What follows belongs to an exercise in optimizing a design on an open flow for small area, a short achievable clock period and few clock cycles per item; a production flow would make more cautious choices.
Function was checked by simulation only, so behaviour that the tests miss may differ from the original.

==> flow/design.v (outline; a module is shown in full before it is edited, if it fits) <==
// module epcg_sine_rom: 530 lines
// module epcg_divider: 94 lines
// module epcg_outbuf: 42 lines
// module epcg_gain: 10 lines
// module epcg_m1_tree: 1636 lines
// module epcg_m2_tree: 1730 lines
// module equal_power_crossfade_gain: 336 lines
module equal_power_crossfade_gain (
  input  logic        clk,
  input  logic        rst_n,
  input  logic        in_valid,
  output logic        in_ready,
  input  logic        in_kind,
  input  logic [15:0] in_duration_frames,
  input  logic        in_has_out_track,
  input  logic        in_has_in_track,
  input  logic [16:0] in_out_start_level,
  input  logic [16:0] in_out_end_level,
  input  logic [16:0] in_in_start_level,
  input  logic [16:0] in_in_end_level,
  input  logic [16:0] in_out_clip_rate,
  input  logic [16:0] in_in_clip_rate,
  output logic        out_valid,
  input  logic        out_ready,
  output logic [7:0]  out_out_gain,
  output logic [7:0]  out_in_gain,
  output logic        out_out_valid,
  output logic        out_in_valid,
  output logic        out_stop_out,
  output logic        out_fade_done,
  output logic        out_fading,
  input  logic        cfg_valid,
  output logic        cfg_ready,
  input  logic [1:0]  cfg_index,
  input  logic [16:0] cfg_data
);
  // ...
==> flow/run.sh <==
#!/bin/bash
# synth_recipe.tcl (not shown) runs the flow's synth.tcl, then flattens the netlist and writes it again
# the make line also repeats each setting of config.mk as NAME=value (left out here)
make -C /OpenROAD-flow-scripts/flow DESIGN_CONFIG=/design/flow/config.mk WORK_HOME=/design/flow/orfs CLKGATE_MAP_FILE= SYNTH_SCRIPT=/design/flow/synth_recipe.tcl finish
==> flow/config.mk <==
export PLATFORM = sky130hd
export DESIGN_NAME = equal_power_crossfade_gain
export DESIGN_NICKNAME = equal_power_crossfade_gain
export VERILOG_FILES = /design/flow/design.v
export SDC_FILE = /design/flow/constraint.sdc
export NUM_CORES = 4
export LEC_CHECK = 0
export CAP_MARGIN = 20
export CORE_MARGIN = 2
export CORE_UTILIZATION = 40
export SLEW_MARGIN = 20
export SYNTH_MEMORY_MAX_BITS = 16384
==> flow/constraint.sdc <==
create_clock -name core_clock -period 12.0 [get_ports {clk}]
set_input_delay 2.4000 -clock core_clock [delete_from_list [all_inputs] [get_ports {clk}]]
set_output_delay 2.4000 -clock core_clock [all_outputs]
set_load 0.01 [all_outputs]
==> results.toml, run 1 <==
[run_status]
status = "complete, no violations"

[hold_path]
hold_start = "d_fl[4]$_DFF_P_"

[synthesis]
synthMuxAreaShare_pct = 1.67
synth_nets = 13000
yosysMostFrequentCell = "inv_1"
synth_seq_area_share_pct = 33.3
synth_top_area_share_pct = 21.3

[critical_path]
cp_top_family = "compound AO/OA/AOI/OAI gates"
critical-path-slowest-cell = "nor2_1"
r2r-end = "w_sin[9]$_SDFF_PN0_"
crit_top_cell = "nor2_1"
crit_cells = 29

[global_routing]
antenna_found_initial = 21
grt_pass1_vias = 85000
track_usage_pct = 25.5
busiest_layer = "met2"
use_met1_pct = 32.5

[layout]
final_common_cell = "inv_1"
inverters = 1552
top_register = "u_out.mem"
clkCellAreaFrac_pct = 4.72

[clocking]
cts_sinks = 1413
postCtsSetupBuffers = 0
root_buffer = "clkbuf_16"

[sta]
tns_ns = 0
setup_violations = 0

[placement]
gp_congestion = 1.00
io_buffers = 167

[drt]
wl_per_cell_um = 23.7
first_pass_iters = 6

[floorplan]
tap_cells = 3552
coreArea_mm2 = 0.268
Testbench counts, summed over its fixed seeds: cycles 6,835, items 5,760.
==> run 2: changes to the inputs <==
--- a/flow/design.v
+++ b/flow/design.v
@@ -2,540 +2,18 @@
   localparam int LVL_W  = 17;    
   localparam int GAIN_W = 8;
 endpackage
 module epcg_sine_rom (
   input  logic [8:0]  idx,
   output logic [16:0] sin_v,
   output logic [16:0] cos_v
 );
-  always_comb begin
-    case (idx)
-      9'd0: sin_v = 17'd0;
-      9'd1: sin_v = 17'd402;
-      9'd2: sin_v = 17'd804;
-      9'd3: sin_v = 17'd1206;
-      9'd4: sin_v = 17'd1608;
-      9'd5: sin_v = 17'd2010;
-      9'd6: sin_v = 17'd2412;
-      9'd7: sin_v = 17'd2814;
-      9'd8: sin_v = 17'd3216;
-      9'd9: sin_v = 17'd3617;
-      9'd10: sin_v = 17'd4019;
-      9'd11: sin_v = 17'd4420;
-      9'd12: sin_v = 17'd4821;
-      9'd13: sin_v = 17'd5222;
-      9'd14: sin_v = 17'd5623;
-      9'd15: sin_v = 17'd6023;
-      9'd16: sin_v = 17'd6424;
-      9'd17: sin_v = 17'd6824;
-      9'd18: sin_v = 17'd7224;
-      9'd19: sin_v = 17'd7623;
-      9'd20: sin_v = 17'd8022;
-      9'd21: sin_v = 17'd8421;
-      9'd22: sin_v = 17'd8820;
-      9'd23: sin_v = 17'd9218;
-      9'd24: sin_v = 17'd9616;
-      9'd25: sin_v = 17'd10014;
-      9'd26: sin_v = 17'd10411;
-      9'd27: sin_v = 17'd10808;
-      9'd28: sin_v = 17'd11204;
-      9'd29: sin_v = 17'd11600;
-      9'd30: sin_v = 17'd11996;
-      9'd31: sin_v = 17'd12391;
-      9'd32: sin_v = 17'd12785;
-      9'd33: sin_v = 17'd13180;
-      9'd34: sin_v = 17'd13573;
-      9'd35: sin_v = 17'd13966;
-      9'd36: sin_v = 17'd14359;
-      9'd37: sin_v = 17'd14751;
-      9'd38: sin_v = 17'd15143;
-      9'd39: sin_v = 17'd15534;
-      9'd40: sin_v = 17'd15924;
-      9'd41: sin_v = 17'd16314;
-      9'd42: sin_v = 17'd16703;
-      9'd43: sin_v = 17'd17091;
-      9'd44: sin_v = 17'd17479;
-      9'd45: sin_v = 17'd17867;
-      9'd46: sin_v = 17'd18253;
-      9'd47: sin_v = 17'd18639;
-      9'd48: sin_v = 17'd19024;
-      9'd49: sin_v = 17'd19409;
-      9'd50: sin_v = 17'd19792;
-      9'd51: sin_v = 17'd20175;
-      9'd52: sin_v = 17'd20557;
-      9'd53: sin_v = 17'd20939;
-      9'd54: sin_v = 17'd21320;
-      9'd55: sin_v = 17'd21699;
-      9'd56: sin_v = 17'd22078;
-      9'd57: sin_v = 17'd22457;
-      9'd58: sin_v = 17'd22834;
-      9'd59: sin_v = 17'd23210;
-      9'd60: sin_v = 17'd23586;
-      9'd61: sin_v = 17'd23961;
-      9'd62: sin_v = 17'd24335;
-      9'd63: sin_v = 17'd24708;
-      9'd64: sin_v = 17'd25080;
-      9'd65: sin_v = 17'd25451;
-      9'd66: sin_v = 17'd25821;
-      9'd67: sin_v = 17'd26190;
-      9'd68: sin_v = 17'd26558;
-      9'd69: sin_v = 17'd26925;
-      9'd70: sin_v = 17'd27291;
-      9'd71: sin_v = 17'd27656;
-      9'd72: sin_v = 17'd28020;
-      9'd73: sin_v = 17'd28383;
-      9'd74: sin_v = 17'd28745;
-      9'd75: sin_v = 17'd29106;
-      9'd76: sin_v = 17'd29466;
-      9'd77: sin_v = 17'd29824;
-      9'd78: sin_v = 17'd30182;
-      9'd79: sin_v = 17'd30538;
-      9'd80: sin_v = 17'd30893;
-      9'd81: sin_v = 17'd31248;
-      9'd82: sin_v = 17'd31600;
-      9'd83: sin_v = 17'd31952;
-      9'd84: sin_v = 17'd32303;
-      9'd85: sin_v = 17'd32652;
-      9'd86: sin_v = 17'd33000;
-      9'd87: sin_v = 17'd33347;
-      9'd88: sin_v = 17'd33692;
-      9'd89: sin_v = 17'd34037;
-      9'd90: sin_v = 17'd34380;
-      9'd91: sin_v = 17'd34721;
-      9'd92: sin_v = 17'd35062;
-      9'd93: sin_v = 17'd35401;
-      9'd94: sin_v = 17'd35738;
-      9'd95: sin_v = 17'd36075;
-      9'd96: sin_v = 17'd36410;
-      9'd97: sin_v = 17'd36744;
-      9'd98: sin_v = 17'd37076;
-      9'd99: sin_v = 17'd37407;
-      9'd100: sin_v = 17'd37736;
-      9'd101: sin_v = 17'd38064;
-      9'd102: sin_v = 17'd38391;
-      9'd103: sin_v = 17'd38716;
-      9'd104: sin_v = 17'd39040;
-      9'd105: sin_v = 17'd39362;
-      9'd106: sin_v = 17'd39683;
-      9'd107: sin_v = 17'd40002;
-      9'd108: sin_v = 17'd40320;
-      9'd109: sin_v = 17'd40636;
-      9'd110: sin_v = 17'd40951;
-      9'd111: sin_v = 17'd41264;
-      9'd112: sin_v = 17'd41576;
-      9'd113: sin_v = 17'd41886;
-      9'd114: sin_v = 17'd42194;
-      9'd115: sin_v = 17'd42501;
-      9'd116: sin_v = 17'd42806;
-      9'd117: sin_v = 17'd43110;
-      9'd118: sin_v = 17'd43412;
-      9'd119: sin_v = 17'd43713;
-      9'd120: sin_v = 17'd44011;
-      9'd121: sin_v = 17'd44308;
-      9'd122: sin_v = 17'd44604;
-      9'd123: sin_v = 17'd44898;
-      9'd124: sin_v = 17'd45190;
-      9'd125: sin_v = 17'd45480;
-      9'd126: sin_v = 17'd45769;
-      9'd127: sin_v = 17'd46056;
-      9'd128: sin_v = 17'd46341;
-      9'd129: sin_v = 17'd46624;
-      9'd130: sin_v = 17'd46906;
-      9'd131: sin_v = 17'd47186;
-      9'd132: sin_v = 17'd47464;
-      9'd133: sin_v = 17'd47741;
-      9'd134: sin_v = 17'd48015;
-      9'd135: sin_v = 17'd48288;
-      9'd136: sin_v = 17'd48559;
-      9'd137: sin_v = 17'd48828;
-      9'd138: sin_v = 17'd49095;
-      9'd139: sin_v = 17'd49361;
-      9'd140: sin_v = 17'd49624;
-      9'd141: sin_v = 17'd49886;
-      9'd142: sin_v = 17'd50146;
-      9'd143: sin_v = 17'd50404;
-      9'd144: sin_v = 17'd50660;
-      9'd145: sin_v = 17'd50914;
-      9'd146: sin_v = 17'd51166;
-      9'd147: sin_v = 17'd51417;
-      9'd148: sin_v = 17'd51665;
-      9'd149: sin_v = 17'd51911;
-      9'd150: sin_v = 17'd52156;
-      9'd151: sin_v = 17'd52398;
-      9'd152: sin_v = 17'd52639;
-      9'd153: sin_v = 17'd52878;
-      9'd154: sin_v = 17'd53114;
-      9'd155: sin_v = 17'd53349;
-      9'd156: sin_v = 17'd53581;
-      9'd157: sin_v = 17'd53812;
-      9'd158: sin_v = 17'd54040;
-      9'd159: sin_v = 17'd54267;
-      9'd160: sin_v = 17'd54491;
-      9'd161: sin_v = 17'd54714;
-      9'd162: sin_v = 17'd54934;
-      9'd163: sin_v = 17'd55152;
-      9'd164: sin_v = 17'd55368;
-      9'd165: sin_v = 17'd55582;
-      9'd166: sin_v = 17'd55794;
-      9'd167: sin_v = 17'd56004;
-      9'd168: sin_v = 17'd56212;
-      9'd169: sin_v = 17'd56418;
-      9'd170: sin_v = 17'd56621;
-      9'd171: sin_v = 17'd56823;
-      9'd172: sin_v = 17'd57022;
-      9'd173: sin_v = 17'd57219;
-      9'd174: sin_v = 17'd57414;
-      9'd175: sin_v = 17'd57607;
-      9'd176: sin_v = 17'd57798;
-      9'd177: sin_v = 17'd57986;
-      9'd178: sin_v = 17'd58172;
-      9'd179: sin_v = 17'd58356;
-      9'd180: sin_v = 17'd58538;
-      9'd181: sin_v = 17'd58718;
-      9'd182: sin_v = 17'd58896;
-      9'd183: sin_v = 17'd59071;
-      9'd184: sin_v = 17'd59244;
-      9'd185: sin_v = 17'd59415;
-      9'd186: sin_v = 17'd59583;
-      9'd187: sin_v = 17'd59750;
-      9'd188: sin_v = 17'd59914;
-      9'd189: sin_v = 17'd60075;
-      9'd190: sin_v = 17'd60235;
-      9'd191: sin_v = 17'd60392;
-      9'd192: sin_v = 17'd60547;
-      9'd193: sin_v = 17'd60700;
-      9'd194: sin_v = 17'd60851;
-      9'd195: sin_v = 17'd60999;
-      9'd196: sin_v = 17'd61145;
-      9'd197: sin_v = 17'd61288;
-      9'd198: sin_v = 17'd61429;
-      9'd199: sin_v = 17'd61568;
-      9'd200: sin_v = 17'd61705;
-      9'd201: sin_v = 17'd61839;
-      9'd202: sin_v = 17'd61971;
-      9'd203: sin_v = 17'd62101;
-      9'd204: sin_v = 17'd62228;
-      9'd205: sin_v = 17'd62353;
-      9'd206: sin_v = 17'd62476;
-      9'd207: sin_v = 17'd62596;
-      9'd208: sin_v = 17'd62714;
-      9'd209: sin_v = 17'd62830;
-      9'd210: sin_v = 17'd62943;
-      9'd211: sin_v = 17'd63054;
-      9'd212: sin_v = 17'd63162;
-      9'd213: sin_v = 17'd63268;
-      9'd214: sin_v = 17'd63372;
-      9'd215: sin_v = 17'd63473;
-      9'd216: sin_v = 17'd63572;
-      9'd217: sin_v = 17'd63668;
-      9'd218: sin_v = 17'd63763;
-      9'd219: sin_v = 17'd63854;
-      9'd220: sin_v = 17'd63944;
-      9'd221: sin_v = 17'd64031;
-      9'd222: sin_v = 17'd64115;
-      9'd223: sin_v = 17'd64197;
-      9'd224: sin_v = 17'd64277;
-      9'd225: sin_v = 17'd64354;
-      9'd226: sin_v = 17'd64429;
-      9'd227: sin_v = 17'd64501;
-      9'd228: sin_v = 17'd64571;
-      9'd229: sin_v = 17'd64639;
-      9'd230: sin_v = 17'd64704;
-      9'd231: sin_v = 17'd64766;
-      9'd232: sin_v = 17'd64827;
-      9'd233: sin_v = 17'd64884;
-      9'd234: sin_v = 17'd64940;
-      9'd235: sin_v = 17'd64993;
-      9'd236: sin_v = 17'd65043;
-      9'd237: sin_v = 17'd65091;
-      9'd238: sin_v = 17'd65137;
-      9'd239: sin_v = 17'd65180;
-      9'd240: sin_v = 17'd65220;
-      9'd241: sin_v = 17'd65259;
-      9'd242: sin_v = 17'd65294;
-      9'd243: sin_v = 17'd65328;
-      9'd244: sin_v = 17'd65358;
-      9'd245: sin_v = 17'd65387;
-      9'd246: sin_v = 17'd65413;
-      9'd247: sin_v = 17'd65436;
-      9'd248: sin_v = 17'd65457;
-      9'd249: sin_v = 17'd65476;
-      9'd250: sin_v = 17'd65492;
-      9'd251: sin_v = 17'd65505;
-      9'd252: sin_v = 17'd65516;
-      9'd253: sin_v = 17'd65525;
-      9'd254: sin_v = 17'd65531;
-      9'd255: sin_v = 17'd65535;
-      9'd256: sin_v = 17'd65536;
-      default: sin_v = 17'd0;
-    endcase
-  end
-  always_comb begin
-    case (idx)
-      9'd0: cos_v = 17'd65536;
-      9'd1: cos_v = 17'd65535;
-      9'd2: cos_v = 17'd65531;
-      9'd3: cos_v = 17'd65525;
-      9'd4: cos_v = 17'd65516;
-      9'd5: cos_v = 17'd65505;
-      9'd6: cos_v = 17'd65492;
-      9'd7: cos_v = 17'd65476;
-      9'd8: cos_v = 17'd65457;
-      9'd9: cos_v = 17'd65436;
-      9'd10: cos_v = 17'd65413;
-      9'd11: cos_v = 17'd65387;
-      9'd12: cos_v = 17'd65358;
-      9'd13: cos_v = 17'd65328;
-      9'd14: cos_v = 17'd65294;
-      9'd15: cos_v = 17'd65259;
-      9'd16: cos_v = 17'd65220;
-      9'd17: cos_v = 17'd65180;
-      9'd18: cos_v = 17'd65137;
-      9'd19: cos_v = 17'd65091;
-      9'd20: cos_v = 17'd65043;
-      9'd21: cos_v = 17'd64993;
-      9'd22: cos_v = 17'd64940;
-      9'd23: cos_v = 17'd64884;
-      9'd24: cos_v = 17'd64827;
-      9'd25: cos_v = 17'd64766;
-      9'd26: cos_v = 17'd64704;
-      9'd27: cos_v = 17'd64639;
-      9'd28: cos_v = 17'd64571;
-      9'd29: cos_v = 17'd64501;
-      9'd30: cos_v = 17'd64429;
-      9'd31: cos_v = 17'd64354;
-      9'd32: cos_v = 17'd64277;
-      9'd33: cos_v = 17'd64197;
-      9'd34: cos_v = 17'd64115;
-      9'd35: cos_v = 17'd64031;
-      9'd36: cos_v = 17'd63944;
-      9'd37: cos_v = 17'd63854;
-      9'd38: cos_v = 17'd63763;
-      9'd39: cos_v = 17'd63668;
-      9'd40: cos_v = 17'd63572;
-      9'd41: cos_v = 17'd63473;
-      9'd42: cos_v = 17'd63372;
-      9'd43: cos_v = 17'd63268;
-      9'd44: cos_v = 17'd63162;
-      9'd45: cos_v = 17'd63054;
-      9'd46: cos_v = 17'd62943;
-      9'd47: cos_v = 17'd62830;
-      9'd48: cos_v = 17'd62714;
-      9'd49: cos_v = 17'd62596;
-      9'd50: cos_v = 17'd62476;
-      9'd51: cos_v = 17'd62353;
-      9'd52: cos_v = 17'd62228;
-      9'd53: cos_v = 17'd62101;
-      9'd54: cos_v = 17'd61971;
-      9'd55: cos_v = 17'd61839;
-      9'd56: cos_v = 17'd61705;
-      9'd57: cos_v = 17'd61568;
-      9'd58: cos_v = 17'd61429;
-      9'd59: cos_v = 17'd61288;
-      9'd60: cos_v = 17'd61145;
-      9'd61: cos_v = 17'd60999;
-      9'd62: cos_v = 17'd60851;
-      9'd63: cos_v = 17'd60700;
-      9'd64: cos_v = 17'd60547;
-      9'd65: cos_v = 17'd60392;
-      9'd66: cos_v = 17'd60235;
-      9'd67: cos_v = 17'd60075;
-      9'd68: cos_v = 17'd59914;
-      9'd69: cos_v = 17'd59750;
-      9'd70: cos_v = 17'd59583;
-      9'd71: cos_v = 17'd59415;
-      9'd72: cos_v = 17'd59244;
-      9'd73: cos_v = 17'd59071;
-      9'd74: cos_v = 17'd58896;
-      9'd75: cos_v = 17'd58718;
-      9'd76: cos_v = 17'd58538;
-      9'd77: cos_v = 17'd58356;
-      9'd78: cos_v = 17'd58172;
-      9'd79: cos_v = 17'd57986;
-      9'd80: cos_v = 17'd57798;
-      9'd81: cos_v = 17'd57607;
-      9'd82: cos_v = 17'd57414;
-      9'd83: cos_v = 17'd57219;
-      9'd84: cos_v = 17'd57022;
-      9'd85: cos_v = 17'd56823;
-      9'd86: cos_v = 17'd56621;
-      9'd87: cos_v = 17'd56418;
-      9'd88: cos_v = 17'd56212;
-      9'd89: cos_v = 17'd56004;
-      9'd90: cos_v = 17'd55794;
-      9'd91: cos_v = 17'd55582;
-      9'd92: cos_v = 17'd55368;
-      9'd93: cos_v = 17'd55152;
-      9'd94: cos_v = 17'd54934;
-      9'd95: cos_v = 17'd54714;
-      9'd96: cos_v = 17'd54491;
-      9'd97: cos_v = 17'd54267;
-      9'd98: cos_v = 17'd54040;
-      9'd99: cos_v = 17'd53812;
-      9'd100: cos_v = 17'd53581;
-      9'd101: cos_v = 17'd53349;
-      9'd102: cos_v = 17'd53114;
-      9'd103: cos_v = 17'd52878;
-      9'd104: cos_v = 17'd52639;
-      9'd105: cos_v = 17'd52398;
-      9'd106: cos_v = 17'd52156;
-      9'd107: cos_v = 17'd51911;
-      9'd108: cos_v = 17'd51665;
-      9'd109: cos_v = 17'd51417;
-      9'd110: cos_v = 17'd51166;
-      9'd111: cos_v = 17'd50914;
-      9'd112: cos_v = 17'd50660;
-      9'd113: cos_v = 17'd50404;
-      9'd114: cos_v = 17'd50146;
-      9'd115: cos_v = 17'd49886;
-      9'd116: cos_v = 17'd49624;
-      9'd117: cos_v = 17'd49361;
-      9'd118: cos_v = 17'd49095;
-      9'd119: cos_v = 17'd48828;
-      9'd120: cos_v = 17'd48559;
-      9'd121: cos_v = 17'd48288;
-      9'd122: cos_v = 17'd48015;
-      9'd123: cos_v = 17'd47741;
-      9'd124: cos_v = 17'd47464;
-      9'd125: cos_v = 17'd47186;
-      9'd126: cos_v = 17'd46906;
-      9'd127: cos_v = 17'd46624;
-      9'd128: cos_v = 17'd46341;
-      9'd129: cos_v = 17'd46056;
-      9'd130: cos_v = 17'd45769;
-      9'd131: cos_v = 17'd45480;
-      9'd132: cos_v = 17'd45190;
-      9'd133: cos_v = 17'd44898;
-      9'd134: cos_v = 17'd44604;
-      9'd135: cos_v = 17'd44308;
-      9'd136: cos_v = 17'd44011;
-      9'd137: cos_v = 17'd43713;
-      9'd138: cos_v = 17'd43412;
-      9'd139: cos_v = 17'd43110;
-      9'd140: cos_v = 17'd42806;
-      9'd141: cos_v = 17'd42501;
-      9'd142: cos_v = 17'd42194;
-      9'd143: cos_v = 17'd41886;
-      9'd144: cos_v = 17'd41576;
-      9'd145: cos_v = 17'd41264;
-      9'd146: cos_v = 17'd40951;
-      9'd147: cos_v = 17'd40636;
-      9'd148: cos_v = 17'd40320;
-      9'd149: cos_v = 17'd40002;
-      9'd150: cos_v = 17'd39683;
-      9'd151: cos_v = 17'd39362;
-      9'd152: cos_v = 17'd39040;
-      9'd153: cos_v = 17'd38716;
-      9'd154: cos_v = 17'd38391;
-      9'd155: cos_v = 17'd38064;
-      9'd156: cos_v = 17'd37736;
-      9'd157: cos_v = 17'd37407;
-      9'd158: cos_v = 17'd37076;
-      9'd159: cos_v = 17'd36744;
-      9'd160: cos_v = 17'd36410;
-      9'd161: cos_v = 17'd36075;
-      9'd162: cos_v = 17'd35738;
-      9'd163: cos_v = 17'd35401;
-      9'd164: cos_v = 17'd35062;
-      9'd165: cos_v = 17'd34721;
-      9'd166: cos_v = 17'd34380;
-      9'd167: cos_v = 17'd34037;
-      9'd168: cos_v = 17'd33692;
-      9'd169: cos_v = 17'd33347;
-      9'd170: cos_v = 17'd33000;
-      9'd171: cos_v = 17'd32652;
-      9'd172: cos_v = 17'd32303;
-      9'd173: cos_v = 17'd31952;
-      9'd174: cos_v = 17'd31600;
-      9'd175: cos_v = 17'd31248;
-      9'd176: cos_v = 17'd30893;
-      9'd177: cos_v = 17'd30538;
-      9'd178: cos_v = 17'd30182;
-      9'd179: cos_v = 17'd29824;
-      9'd180: cos_v = 17'd29466;
-      9'd181: cos_v = 17'd29106;
-      9'd182: cos_v = 17'd28745;
-      9'd183: cos_v = 17'd28383;
-      9'd184: cos_v = 17'd28020;
-      9'd185: cos_v = 17'd27656;
-      9'd186: cos_v = 17'd27291;
-      9'd187: cos_v = 17'd26925;
-      9'd188: cos_v = 17'd26558;
-      9'd189: cos_v = 17'd26190;
-      9'd190: cos_v = 17'd25821;
-      9'd191: cos_v = 17'd25451;
-      9'd192: cos_v = 17'd25080;
-      9'd193: cos_v = 17'd24708;
-      9'd194: cos_v = 17'd24335;
-      9'd195: cos_v = 17'd23961;
-      9'd196: cos_v = 17'd23586;
-      9'd197: cos_v = 17'd23210;
-      9'd198: cos_v = 17'd22834;
-      9'd199: cos_v = 17'd22457;
-      9'd200: cos_v = 17'd22078;
-      9'd201: cos_v = 17'd21699;
-      9'd202: cos_v = 17'd21320;
-      9'd203: cos_v = 17'd20939;
-      9'd204: cos_v = 17'd20557;
-      9'd205: cos_v = 17'd20175;
-      9'd206: cos_v = 17'd19792;
-      9'd207: cos_v = 17'd19409;
-      9'd208: cos_v = 17'd19024;
-      9'd209: cos_v = 17'd18639;
-      9'd210: cos_v = 17'd18253;
-      9'd211: cos_v = 17'd17867;
-      9'd212: cos_v = 17'd17479;
-      9'd213: cos_v = 17'd17091;
-      9'd214: cos_v = 17'd16703;
-      9'd215: cos_v = 17'd16314;
-      9'd216: cos_v = 17'd15924;
-      9'd217: cos_v = 17'd15534;
-      9'd218: cos_v = 17'd15143;
-      9'd219: cos_v = 17'd14751;
-      9'd220: cos_v = 17'd14359;
-      9'd221: cos_v = 17'd13966;
-      9'd222: cos_v = 17'd13573;
-      9'd223: cos_v = 17'd13180;
-      9'd224: cos_v = 17'd12785;
-      9'd225: cos_v = 17'd12391;
-      9'd226: cos_v = 17'd11996;
-      9'd227: cos_v = 17'd11600;
-      9'd228: cos_v = 17'd11204;
-      9'd229: cos_v = 17'd10808;
-      9'd230: cos_v = 17'd10411;
-      9'd231: cos_v = 17'd10014;
-      9'd232: cos_v = 17'd9616;
-      9'd233: cos_v = 17'd9218;
-      9'd234: cos_v = 17'd8820;
-      9'd235: cos_v = 17'd8421;
-      9'd236: cos_v = 17'd8022;
-      9'd237: cos_v = 17'd7623;
-      9'd238: cos_v = 17'd7224;
-      9'd239: cos_v = 17'd6824;
-      9'd240: cos_v = 17'd6424;
-      9'd241: cos_v = 17'd6023;
-      9'd242: cos_v = 17'd5623;
-      9'd243: cos_v = 17'd5222;
-      9'd244: cos_v = 17'd4821;
-      9'd245: cos_v = 17'd4420;
-      9'd246: cos_v = 17'd4019;
-      9'd247: cos_v = 17'd3617;
-      9'd248: cos_v = 17'd3216;
-      9'd249: cos_v = 17'd2814;
-      9'd250: cos_v = 17'd2412;
-      9'd251: cos_v = 17'd2010;
-      9'd252: cos_v = 17'd1608;
-      9'd253: cos_v = 17'd1206;
-      9'd254: cos_v = 17'd804;
-      9'd255: cos_v = 17'd402;
-      9'd256: cos_v = 17'd0;
-      default: cos_v = 17'd0;
-    endcase
-  end
+  assign sin_v = (idx[8] ? (idx[7] ? 17'd0 : (idx[6] ? 17'd0 : (idx[5] ? 17'd0 : (idx[4] ? 17'd0 : (idx[3] ? 17'd0 : (idx[2] ? 17'd0 : (idx[1] ? 17'd0 : (idx[0] ? 17'd0 : 17'd65536)))))))) : (idx[7] ? (idx[6] ? (idx[5] ? (idx[4] ? (idx[3] ? (idx[2] ? (idx[1] ? (idx[0] ? 17'd65535 : 17'd65531) : (idx[0] ? 17'd65525 : 17'd65516)) : (idx[1] ? (idx[0] ? 17'd65505 : 17'd65492) : (idx[0] ? 17'd65476 : 17'd65457))) : (idx[2] ? (idx[1] ? (idx[0] ? 17'd65436 : 17'd65413) : (idx[0] ? 17'd65387 : 17'd65358)) : (idx[1] ? (idx[0] ? 17'd65328 : 17'd65294) : (idx[0] ? 17'd65259 : 17'd65220)))) : (idx[3] ? (idx[2] ? (idx[1] ? (idx[0] ? 17'd65180 : 17'd65137) : (idx[0] ? 17'd65091 : 17'd65043)) : (idx[1] ? (idx[0] ? 17'd64993 : 17'd64940) : (idx[0] ? 17'd64884 : 17'd64827))) : (idx[2] ? (idx[1] ? (idx[0] ? 17'd64766 : 17'd64704) : (idx[0] ? 17'd64639 : 17'd64571)) : (idx[1] ? (idx[0] ? 17'd64501 : 17'd64429) : (idx[0] ? 17'd64354 : 17'd64277))))) : (idx[4] ? (idx[3] ? (idx[2] ? (idx[1] ? (idx[0] ? 17'd64197 : 17'd64115) : (idx[0] ? 17'd64031 : 17'd63944)) : (idx[1] ? (idx[0] ? 17'd63854 : 17'd63763) : (idx[0] ? 17'd63668 : 17'd63572))) : (idx[2] ? (idx[1] ? (idx[0] ? 17'd63473 : 17'd63372) : (idx[0] ? 17'd63268 : 17'd63162)) : (idx[1] ? (idx[0] ? 17'd63054 : 17'd62943) : (idx[0] ? 17'd62830 : 17'd62714)))) : (idx[3] ? (idx[2] ? (idx[1] ? (idx[0] ? 17'd62596 : 17'd62476) : (idx[0] ? 17'd62353 : 17'd62228)) : (idx[1] ? (idx[0] ? 17'd62101 : 17'd61971) : (idx[0] ? 17'd61839 : 17'd61705))) : (idx[2] ? (idx[1] ? (idx[0] ? 17'd61568 : 17'd61429) : (idx[0] ? 17'd61288 : 17'd61145)) : (idx[1] ? (idx[0] ? 17'd60999 : 17'd60851) : (idx[0] ? 17'd60700 : 17'd60547)))))) : (idx[5] ? (idx[4] ? (idx[3] ? (idx[2] ? (idx[1] ? (idx[0] ? 17'd60392 : 17'd60235) : (idx[0] ? 17'd60075 : 17'd59914)) : (idx[1] ? (idx[0] ? 17'd59750 : 17'd59583) : (idx[0] ? 17'd59415 : 17'd59244))) : (idx[2] ? (idx[1] ? (idx[0] ? 17'd59071 : 17'd58896) : (idx[0] ? 17'd58718 : 17'd58538)) : (idx[1] ? (idx[0] ? 17'd58356 : 17'd58172) : (idx[0] ? 17'd57986 : 17'd57798)))) : (idx[3] ? (idx[2] ? (idx[1] ? (idx[0] ? 17'd57607 : 17'd57414) : (idx[0] ? 17'd57219 : 17'd57022)) : (idx[1] ? (idx[0] ? 17'd56823 : 17'd56621) : (idx[0] ? 17'd56418 : 17'd56212))) : (idx[2] ? (idx[1] ? (idx[0] ? 17'd56004 : 17'd55794) : (idx[0] ? 17'd55582 : 17'd55368)) : (idx[1] ? (idx[0] ? 17'd55152 : 17'd54934) : (idx[0] ? 17'd54714 : 17'd54491))))) : (idx[4] ? (idx[3] ? (idx[2] ? (idx[1] ? (idx[0] ? 17'd54267 : 17'd54040) : (idx[0] ? 17'd53812 : 17'd53581)) : (idx[1] ? (idx[0] ? 17'd53349 : 17'd53114) : (idx[0] ? 17'd52878 : 17'd52639))) : (idx[2] ? (idx[1] ? (idx[0] ? 17'd52398 : 17'd52156) : (idx[0] ? 17'd51911 : 17'd51665)) : (idx[1] ? (idx[0] ? 17'd51417 : 17'd51166) : (idx[0] ? 17'd50914 : 17'd50660)))) : (idx[3] ? (idx[2] ? (idx[1] ? (idx[0] ? 17'd50404 : 17'd50146) : (idx[0] ? 17'd49886 : 17'd49624)) : (idx[1] ? (idx[0] ? 17'd49361 : 17'd49095) : (idx[0] ? 17'd48828 : 17'd48559))) : (idx[2] ? (idx[1] ? (idx[0] ? 17'd48288 : 17'd48015) : (idx[0] ? 17'd47741 : 17'd47464)) : (idx[1] ? (idx[0] ? 17'd47186 : 17'd46906) : (idx[0] ? 17'd46624 : 17'd46341))))))) : (idx[6] ? (idx[5] ? (idx[4] ? (idx[3] ? (idx[2] ? (idx[1] ? (idx[0] ? 17'd46056 : 17'd45769) : (idx[0] ? 17'd45480 : 17'd45190)) : (idx[1] ? (idx[0] ? 17'd44898 : 17'd44604) : (idx[0] ? 17'd44308 : 17'd44011))) : (idx[2] ? (idx[1] ? (idx[0] ? 17'd43713 : 17'd43412) : (idx[0] ? 17'd43110 : 17'd42806)) : (idx[1] ? (idx[0] ? 17'd42501 : 17'd42194) : (idx[0] ? 17'd41886 : 17'd41576)))) : (idx[3] ? (idx[2] ? (idx[1] ? (idx[0] ? 17'd41264 : 17'd40951) : (idx[0] ? 17'd40636 : 17'd40320)) : (idx[1] ? (idx[0] ? 17'd40002 : 17'd39683) : (idx[0] ? 17'd39362 : 17'd39040))) : (idx[2] ? (idx[1] ? (idx[0] ? 17'd38716 : 17'd38391) : (idx[0] ? 17'd38064 : 17'd37736)) : (idx[1] ? (idx[0] ? 17'd37407 : 17'd37076) : (idx[0] ? 17'd36744 : 17'd36410))))) : (idx[4] ? (idx[3] ? (idx[2] ? (idx[1] ? (idx[0] ? 17'd36075 : 17'd35738) : (idx[0] ? 17'd35401 : 17'd35062)) : (idx[1] ? (idx[0] ? 17'd34721 : 17'd34380) : (idx[0] ? 17'd34037 : 17'd33692))) : (idx[2] ? (idx[1] ? (idx[0] ? 17'd33347 : 17'd33000) : (idx[0] ? 17'd32652 : 17'd32303)) : (idx[1] ? (idx[0] ? 17'd31952 : 17'd31600) : (idx[0] ? 17'd31248 : 17'd30893)))) : (idx[3] ? (idx[2] ? (idx[1] ? (idx[0] ? 17'd30538 : 17'd30182) : (idx[0] ? 17'd29824 : 17'd29466)) : (idx[1] ? (idx[0] ? 17'd29106 : 17'd28745) : (idx[0] ? 17'd28383 : 17'd28020))) : (idx[2] ? (idx[1] ? (idx[0] ? 17'd27656 : 17'd27291) : (idx[0] ? 17'd26925 : 17'd26558)) : (idx[1] ? (idx[0] ? 17'd26190 : 17'd25821) : (idx[0] ? 17'd25451 : 17'd25080)))))) : (idx[5] ? (idx[4] ? (idx[3] ? (idx[2] ? (idx[1] ? (idx[0] ? 17'd24708 : 17'd24335) : (idx[0] ? 17'd23961 : 17'd23586)) : (idx[1] ? (idx[0] ? 17'd23210 : 17'd22834) : (idx[0] ? 17'd22457 : 17'd22078))) : (idx[2] ? (idx[1] ? (idx[0] ? 17'd21699 : 17'd21320) : (idx[0] ? 17'd20939 : 17'd20557)) : (idx[1] ? (idx[0] ? 17'd20175 : 17'd19792) : (idx[0] ? 17'd19409 : 17'd19024)))) : (idx[3] ? (idx[2] ? (idx[1] ? (idx[0] ? 17'd18639 : 17'd18253) : (idx[0] ? 17'd17867 : 17'd17479)) : (idx[1] ? (idx[0] ? 17'd17091 : 17'd16703) : (idx[0] ? 17'd16314 : 17'd15924))) : (idx[2] ? (idx[1] ? (idx[0] ? 17'd15534 : 17'd15143) : (idx[0] ? 17'd14751 : 17'd14359)) : (idx[1] ? (idx[0] ? 17'd13966 : 17'd13573) : (idx[0] ? 17'd13180 : 17'd12785))))) : (idx[4] ? (idx[3] ? (idx[2] ? (idx[1] ? (idx[0] ? 17'd12391 : 17'd11996) : (idx[0] ? 17'd11600 : 17'd11204)) : (idx[1] ? (idx[0] ? 17'd10808 : 17'd10411) : (idx[0] ? 17'd10014 : 17'd9616))) : (idx[2] ? (idx[1] ? (idx[0] ? 17'd9218 : 17'd8820) : (idx[0] ? 17'd8421 : 17'd8022)) : (idx[1] ? (idx[0] ? 17'd7623 : 17'd7224) : (idx[0] ? 17'd6824 : 17'd6424)))) : (idx[3] ? (idx[2] ? (idx[1] ? (idx[0] ? 17'd6023 : 17'd5623) : (idx[0] ? 17'd5222 : 17'd4821)) : (idx[1] ? (idx[0] ? 17'd4420 : 17'd4019) : (idx[0] ? 17'd3617 : 17'd3216))) : (idx[2] ? (idx[1] ? (idx[0] ? 17'd2814 : 17'd2412) : (idx[0] ? 17'd2010 : 17'd1608)) : (idx[1] ? (idx[0] ? 17'd1206 : 17'd804) : (idx[0] ? 17'd402 : 17'd0)))))))));
+  assign cos_v = (idx[8] ? 17'd0 : (idx[7] ? (idx[6] ? (idx[5] ? (idx[4] ? (idx[3] ? (idx[2] ? (idx[1] ? (idx[0] ? 17'd402 : 17'd804) : (idx[0] ? 17'd1206 : 17'd1608)) : (idx[1] ? (idx[0] ? 17'd2010 : 17'd2412) : (idx[0] ? 17'd2814 : 17'd3216))) : (idx[2] ? (idx[1] ? (idx[0] ? 17'd3617 : 17'd4019) : (idx[0] ? 17'd4420 : 17'd4821)) : (idx[1] ? (idx[0] ? 17'd5222 : 17'd5623) : (idx[0] ? 17'd6023 : 17'd6424)))) : (idx[3] ? (idx[2] ? (idx[1] ? (idx[0] ? 17'd6824 : 17'd7224) : (idx[0] ? 17'd7623 : 17'd8022)) : (idx[1] ? (idx[0] ? 17'd8421 : 17'd8820) : (idx[0] ? 17'd9218 : 17'd9616))) : (idx[2] ? (idx[1] ? (idx[0] ? 17'd10014 : 17'd10411) : (idx[0] ? 17'd10808 : 17'd11204)) : (idx[1] ? (idx[0] ? 17'd11600 : 17'd11996) : (idx[0] ? 17'd12391 : 17'd12785))))) : (idx[4] ? (idx[3] ? (idx[2] ? (idx[1] ? (idx[0] ? 17'd13180 : 17'd13573) : (idx[0] ? 17'd13966 : 17'd14359)) : (idx[1] ? (idx[0] ? 17'd14751 : 17'd15143) : (idx[0] ? 17'd15534 : 17'd15924))) : (idx[2] ? (idx[1] ? (idx[0] ? 17'd16314 : 17'd16703) : (idx[0] ? 17'd17091 : 17'd17479)) : (idx[1] ? (idx[0] ? 17'd17867 : 17'd18253) : (idx[0] ? 17'd18639 : 17'd19024)))) : (idx[3] ? (idx[2] ? (idx[1] ? (idx[0] ? 17'd19409 : 17'd19792) : (idx[0] ? 17'd20175 : 17'd20557)) : (idx[1] ? (idx[0] ? 17'd20939 : 17'd21320) : (idx[0] ? 17'd21699 : 17'd22078))) : (idx[2] ? (idx[1] ? (idx[0] ? 17'd22457 : 17'd22834) : (idx[0] ? 17'd23210 : 17'd23586)) : (idx[1] ? (idx[0] ? 17'd23961 : 17'd24335) : (idx[0] ? 17'd24708 : 17'd25080)))))) : (idx[5] ? (idx[4] ? (idx[3] ? (idx[2] ? (idx[1] ? (idx[0] ? 17'd25451 : 17'd25821) : (idx[0] ? 17'd26190 : 17'd26558)) : (idx[1] ? (idx[0] ? 17'd26925 : 17'd27291) : (idx[0] ? 17'd27656 : 17'd28020))) : (idx[2] ? (idx[1] ? (idx[0] ? 17'd28383 : 17'd28745) : (idx[0] ? 17'd29106 : 17'd29466)) : (idx[1] ? (idx[0] ? 17'd29824 : 17'd30182) : (idx[0] ? 17'd30538 : 17'd30893)))) : (idx[3] ? (idx[2] ? (idx[1] ? (idx[0] ? 17'd31248 : 17'd31600) : (idx[0] ? 17'd31952 : 17'd32303)) : (idx[1] ? (idx[0] ? 17'd32652 : 17'd33000) : (idx[0] ? 17'd33347 : 17'd33692))) : (idx[2] ? (idx[1] ? (idx[0] ? 17'd34037 : 17'd34380) : (idx[0] ? 17'd34721 : 17'd35062)) : (idx[1] ? (idx[0] ? 17'd35401 : 17'd35738) : (idx[0] ? 17'd36075 : 17'd36410))))) : (idx[4] ? (idx[3] ? (idx[2] ? (idx[1] ? (idx[0] ? 17'd36744 : 17'd37076) : (idx[0] ? 17'd37407 : 17'd37736)) : (idx[1] ? (idx[0] ? 17'd38064 : 17'd38391) : (idx[0] ? 17'd38716 : 17'd39040))) : (idx[2] ? (idx[1] ? (idx[0] ? 17'd39362 : 17'd39683) : (idx[0] ? 17'd40002 : 17'd40320)) : (idx[1] ? (idx[0] ? 17'd40636 : 17'd40951) : (idx[0] ? 17'd41264 : 17'd41576)))) : (idx[3] ? (idx[2] ? (idx[1] ? (idx[0] ? 17'd41886 : 17'd42194) : (idx[0] ? 17'd42501 : 17'd42806)) : (idx[1] ? (idx[0] ? 17'd43110 : 17'd43412) : (idx[0] ? 17'd43713 : 17'd44011))) : (idx[2] ? (idx[1] ? (idx[0] ? 17'd44308 : 17'd44604) : (idx[0] ? 17'd44898 : 17'd45190)) : (idx[1] ? (idx[0] ? 17'd45480 : 17'd45769) : (idx[0] ? 17'd46056 : 17'd46341))))))) : (idx[6] ? (idx[5] ? (idx[4] ? (idx[3] ? (idx[2] ? (idx[1] ? (idx[0] ? 17'd46624 : 17'd46906) : (idx[0] ? 17'd47186 : 17'd47464)) : (idx[1] ? (idx[0] ? 17'd47741 : 17'd48015) : (idx[0] ? 17'd48288 : 17'd48559))) : (idx[2] ? (idx[1] ? (idx[0] ? 17'd48828 : 17'd49095) : (idx[0] ? 17'd49361 : 17'd49624)) : (idx[1] ? (idx[0] ? 17'd49886 : 17'd50146) : (idx[0] ? 17'd50404 : 17'd50660)))) : (idx[3] ? (idx[2] ? (idx[1] ? (idx[0] ? 17'd50914 : 17'd51166) : (idx[0] ? 17'd51417 : 17'd51665)) : (idx[1] ? (idx[0] ? 17'd51911 : 17'd52156) : (idx[0] ? 17'd52398 : 17'd52639))) : (idx[2] ? (idx[1] ? (idx[0] ? 17'd52878 : 17'd53114) : (idx[0] ? 17'd53349 : 17'd53581)) : (idx[1] ? (idx[0] ? 17'd53812 : 17'd54040) : (idx[0] ? 17'd54267 : 17'd54491))))) : (idx[4] ? (idx[3] ? (idx[2] ? (idx[1] ? (idx[0] ? 17'd54714 : 17'd54934) : (idx[0] ? 17'd55152 : 17'd55368)) : (idx[1] ? (idx[0] ? 17'd55582 : 17'd55794) : (idx[0] ? 17'd56004 : 17'd56212))) : (idx[2] ? (idx[1] ? (idx[0] ? 17'd56418 : 17'd56621) : (idx[0] ? 17'd56823 : 17'd57022)) : (idx[1] ? (idx[0] ? 17'd57219 : 17'd57414) : (idx[0] ? 17'd57607 : 17'd57798)))) : (idx[3] ? (idx[2] ? (idx[1] ? (idx[0] ? 17'd57986 : 17'd58172) : (idx[0] ? 17'd58356 : 17'd58538)) : (idx[1] ? (idx[0] ? 17'd58718 : 17'd58896) : (idx[0] ? 17'd59071 : 17'd59244))) : (idx[2] ? (idx[1] ? (idx[0] ? 17'd59415 : 17'd59583) : (idx[0] ? 17'd59750 : 17'd59914)) : (idx[1] ? (idx[0] ? 17'd60075 : 17'd60235) : (idx[0] ? 17'd60392 : 17'd60547)))))) : (idx[5] ? (idx[4] ? (idx[3] ? (idx[2] ? (idx[1] ? (idx[0] ? 17'd60700 : 17'd60851) : (idx[0] ? 17'd60999 : 17'd61145)) : (idx[1] ? (idx[0] ? 17'd61288 : 17'd61429) : (idx[0] ? 17'd61568 : 17'd61705))) : (idx[2] ? (idx[1] ? (idx[0] ? 17'd61839 : 17'd61971) : (idx[0] ? 17'd62101 : 17'd62228)) : (idx[1] ? (idx[0] ? 17'd62353 : 17'd62476) : (idx[0] ? 17'd62596 : 17'd62714)))) : (idx[3] ? (idx[2] ? (idx[1] ? (idx[0] ? 17'd62830 : 17'd62943) : (idx[0] ? 17'd63054 : 17'd63162)) : (idx[1] ? (idx[0] ? 17'd63268 : 17'd63372) : (idx[0] ? 17'd63473 : 17'd63572))) : (idx[2] ? (idx[1] ? (idx[0] ? 17'd63668 : 17'd63763) : (idx[0] ? 17'd63854 : 17'd63944)) : (idx[1] ? (idx[0] ? 17'd64031 : 17'd64115) : (idx[0] ? 17'd64197 : 17'd64277))))) : (idx[4] ? (idx[3] ? (idx[2] ? (idx[1] ? (idx[0] ? 17'd64354 : 17'd64429) : (idx[0] ? 17'd64501 : 17'd64571)) : (idx[1] ? (idx[0] ? 17'd64639 : 17'd64704) : (idx[0] ? 17'd64766 : 17'd64827))) : (idx[2] ? (idx[1] ? (idx[0] ? 17'd64884 : 17'd64940) : (idx[0] ? 17'd64993 : 17'd65043)) : (idx[1] ? (idx[0] ? 17'd65091 : 17'd65137) : (idx[0] ? 17'd65180 : 17'd65220)))) : (idx[3] ? (idx[2] ? (idx[1] ? (idx[0] ? 17'd65259 : 17'd65294) : (idx[0] ? 17'd65328 : 17'd65358)) : (idx[1] ? (idx[0] ? 17'd65387 : 17'd65413) : (idx[0] ? 17'd65436 : 17'd65457))) : (idx[2] ? (idx[1] ? (idx[0] ? 17'd65476 : 17'd65492) : (idx[0] ? 17'd65505 : 17'd65516)) : (idx[1] ? (idx[0] ? 17'd65525 : 17'd65531) : (idx[0] ? 17'd65535 : 17'd65536)))))))));
 endmodule
 module epcg_divider (
   input  logic        clk,
   input  logic        rst_n,
   input  logic        load,
   input  logic [15:0] len,      
   input  logic [17:0] dlo,      
   input  logic [17:0] dli,      
==> run 2 against run 1 <==
Compared with the run above:
- first-iteration DRC count decreased by 1.4%
- critical path type unchanged
- count of clock-buffer cells in the layout decreased by 24
- routed wire length decreased by 2.4%
- die area decreased by 0.94%
- synthesized cell count decreased by 0.62%
- worst hold slack about the same
- flip-flop and latch count decreased by 25
- clock skew increased by 0.0019 ns
- global-route usage decreased by 0.37 points
==> results.toml, run 2 <==
[synthesis]
synth.cell_area_mm2 = 0.107
synth_compound_area_share_pct = 12.8
synthMuxAreaShare_pct = 1.50
synth_edf_count = 766
synth_nets = 12900
synthAdderAreaFrac_pct = 27.2
ys_top_cells_by_count = "inv_1 (1,570), nand2_1 (1,200), fa_1 (1,062)"
synth_area_leader_cell = "edfxtp_1"
synthesis.instances = 11100
synthSimpleGateAreaFrac_pct = 15.0
synth_top_family_by_area = "adder cells"
ys_types = 109
ys_top_cells_by_area = "edfxtp_1 (22%), fa_1 (20%), dfxtp_1 (12%)"
syn_avg_cell_area_um2 = 9.65
synth_top_area_share_pct = 21.5
ys_ff_latch = 1388
synthArstFlopShare_pct = 0
yosysWarnings = 3
synthXorXnorAreaFrac_pct = 2.99
synth_seq_area_share_pct = 33.1
yosysMostFrequentCell = "inv_1"
dominantRegCellSynth = "edfxtp_1"

[global_routing]
track_usage_pct = 25.1
grt_pass1_vias = 84500
antenna_found_initial = 19
gr-total-overflow = 0
grt_start_max_net_pins = 126
grt_pass1_wl_mm = 522

[sta]
rsz0062_at_grt = "no"
max_slew.worst_pin.slew_ns = 1.26
hold_ws_ns = 0.325
slew_headroom_pct = 15.7
final_hold_viol_count = 0
finalCritPeriodShare_pct = 57.9
setup_slack_ns = 5.06
setup_violations = 0
fmax_ghz = 0.144
drv_slew = 0
skew_ns = 0.0593
period_minus_slack_ns = 6.94
tns_ns = 0

[clocking]
cts_sinks = 1388
clock_latency_ns = 0.86
htree_levels = 4
post_cts_resized = 0
root_buffer = "clkbuf_16"
postCtsSetupBuffers = 0
cts_tree = "yes"
numCtsBuffers = 165
hold_buffers = 0
cts_buffer_depth = 4
clk_pin_slew_ns = 0.07

[critical_path]
crit_fanout = 6
cp-end-kind = "flip-flop"
critical-path-slowest-cell = "a2111oi_0"
worstSetupPathType = "reg2reg"
worst_ep_required_time_ns = 12.64
r2r-end = "u_out.mem[5][12]$_DFFE_PP_"
reg2reg_depth = 29
slowest_delay_ns = 0.48
critPathArrivalTime_ns = 7.59
start_kind = "flip-flop"
rrSetupSlack_ns = 5.06
worstReg2RegStart = "f_si[13]$_DFF_P_"

[layout]
regArea_mm2 = 0.0355
syn_to_final_growth_pct = 10.2
fillers = 25200
layout-drive-gt1-share_pct = 4.97
final_area_mm2 = 0.118
largest_reg_flops = 126
instances_no_fill = 14700
multi_input_area_mm2 = 0.0639
final_nets = 12900
postLayoutCoreUtil_pct = 44.4
final_common_cell = "inv_1"
top_register = "u_out.mem"
mostFrequentLayoutCells = "inv_1 (1,568), nand2_1 (1,199), fa_1 (1,062)"

[drt]
vias = 80700
drc = 0
drtIter0Drc = 6330
antenna_left = 0
vias_per_cell = 5.48
drt-total-wl_mm = 343
first_pass_iters = 9
wl_per_cell_um = 23.3

[placement]
dp_slack_ns = 5.02
dpl-instance-area_mm2 = 0.112
io_buffers = 167
gp_congestion = 1.04
dp_hpwl_mm = 254
placed_cells = 14400

[floorplan]
die_area_mm2 = 0.272
die_w_um = 521
rows = 189
coreArea_mm2 = 0.266
io_pins = 169
start_util_pct = 40.3
die_h_um = 521

[hold_path]
hold_start = "e_fl[1]$_DFF_P_"
hold_class = "reg2reg"
min_path_cells = 0
hold_end = "f_fl[1]$_DFF_P_"

[job]
maxCapViolCount = 0

[run_status]
status = "complete, no violations"
[run 2: worst max-delay path by stage]
stage,end,slack [ns],from,depth (start not counted)
4_1_cts,u_out.mem[5][12]$_DFFE_PP_,4.97,f_si[13]$_DFF_P_,29
3_5_place_dp,u_out.mem[3][12]$_DFFE_PP_,5.02,f_si[11]$_DFF_P_,29
2_1_floorplan,dli_r[0]$_DFFE_PP_,4.38,cw_cnt[0]$_SDFFE_PP0P_,7
6_report,u_out.mem[5][12]$_DFFE_PP_,5.06,f_si[13]$_DFF_P_,29
3_3_place_gp,u_out.mem[1][12]$_DFFE_PP_,4.95,f_si[13]$_DFF_P_,29
5_1_grt,u_out.mem[5][12]$_DFFE_PP_,4.41,f_si[11]$_DFF_P_,29
[run 2: routing by layer]
layer / wire (um) / part of all wire, % / up-vias / global-route usage, %
met5: 148 / 0.043 / - / 0.105
met4: 22100 / 6.4 / 14 / 14.2
met3: 20800 / 6.1 / 834 / 3.71
met2: 159000 / 46 / 2862 / 41.3
met1: 141000 / 41 / 40200 / 31.7
li1: - / - / 36800 / -
[run 2: cell families (layout without fill, tap and decap cells)]
| family | after synthesis | count (layout) |
|---|---|---|
| DFF | 1388 | 1388 |
| xor gates and xnor gates | 363 | 363 |
| buffers and inverters | 2055 | 2166 |
| adders and majority gates | 1693 | 1693 |
| muxes | 120 | 120 |
| AOI/OAI and AO/OA | 2182 | 2182 |
| and+or+nand+nor | 3284 | 3284 |
| other | 1 | 9 |
[run 2: cell type report]
cell class | instances | area share [%]
clock buffer | 210 | 3.82
inverter | 1577 | 5.03
clock inverter | 86 | 0.822
sequential | 1388 | 30.1
timing repair buffer | 293 | 2.26
antenna | 8 | 0.0170
tap | 3533 | 3.75
multi-input combinational | 7643 | 54.2
[run 2: critical path, delay by kind of cell, from the launching register on]
kind                     cells  cell delay [ns]
AO/OA/AOI/OAI               16             3.38
XOR/XNOR                     1             0.11
adder cells (fa/ha/maj)      3             0.92
AND/OR/NAND/NOR              9             2.02
flip-flops                   1             0.30
Testbench counts of run 2, summed over its fixed seeds: cycles 6,835, items 5,760.

separate check: timing with driven ports:
In the flow no input, the clock included, has a driving cell. The finished layouts below were timed again as built, in two steps. Step 1, drivers: a clkbuf_16 drives clk and a buf_2 each remaining input, both assumed. Step 2 also shifts input and output timing later by t, the mid clock arrival at the registers, as if the neighbouring blocks saw the same clock. Slacks: no drivers / after step 1 / after step 2; pairs: no drivers / after step 1.
run	t (ns)	setup slack, ns	worst setup path after step 2	latest minus earliest clock arrival (ns)	cell pins on the clock port's net
run 1	0.962	3.177 / 3.177 / 3.177	register to register	0.076 / 0.076	1
run 2	0.936	5.056 / 5.056 / 5.056	register to register	0.060 / 0.059	1
After both steps every run listed still meets setup and hold.
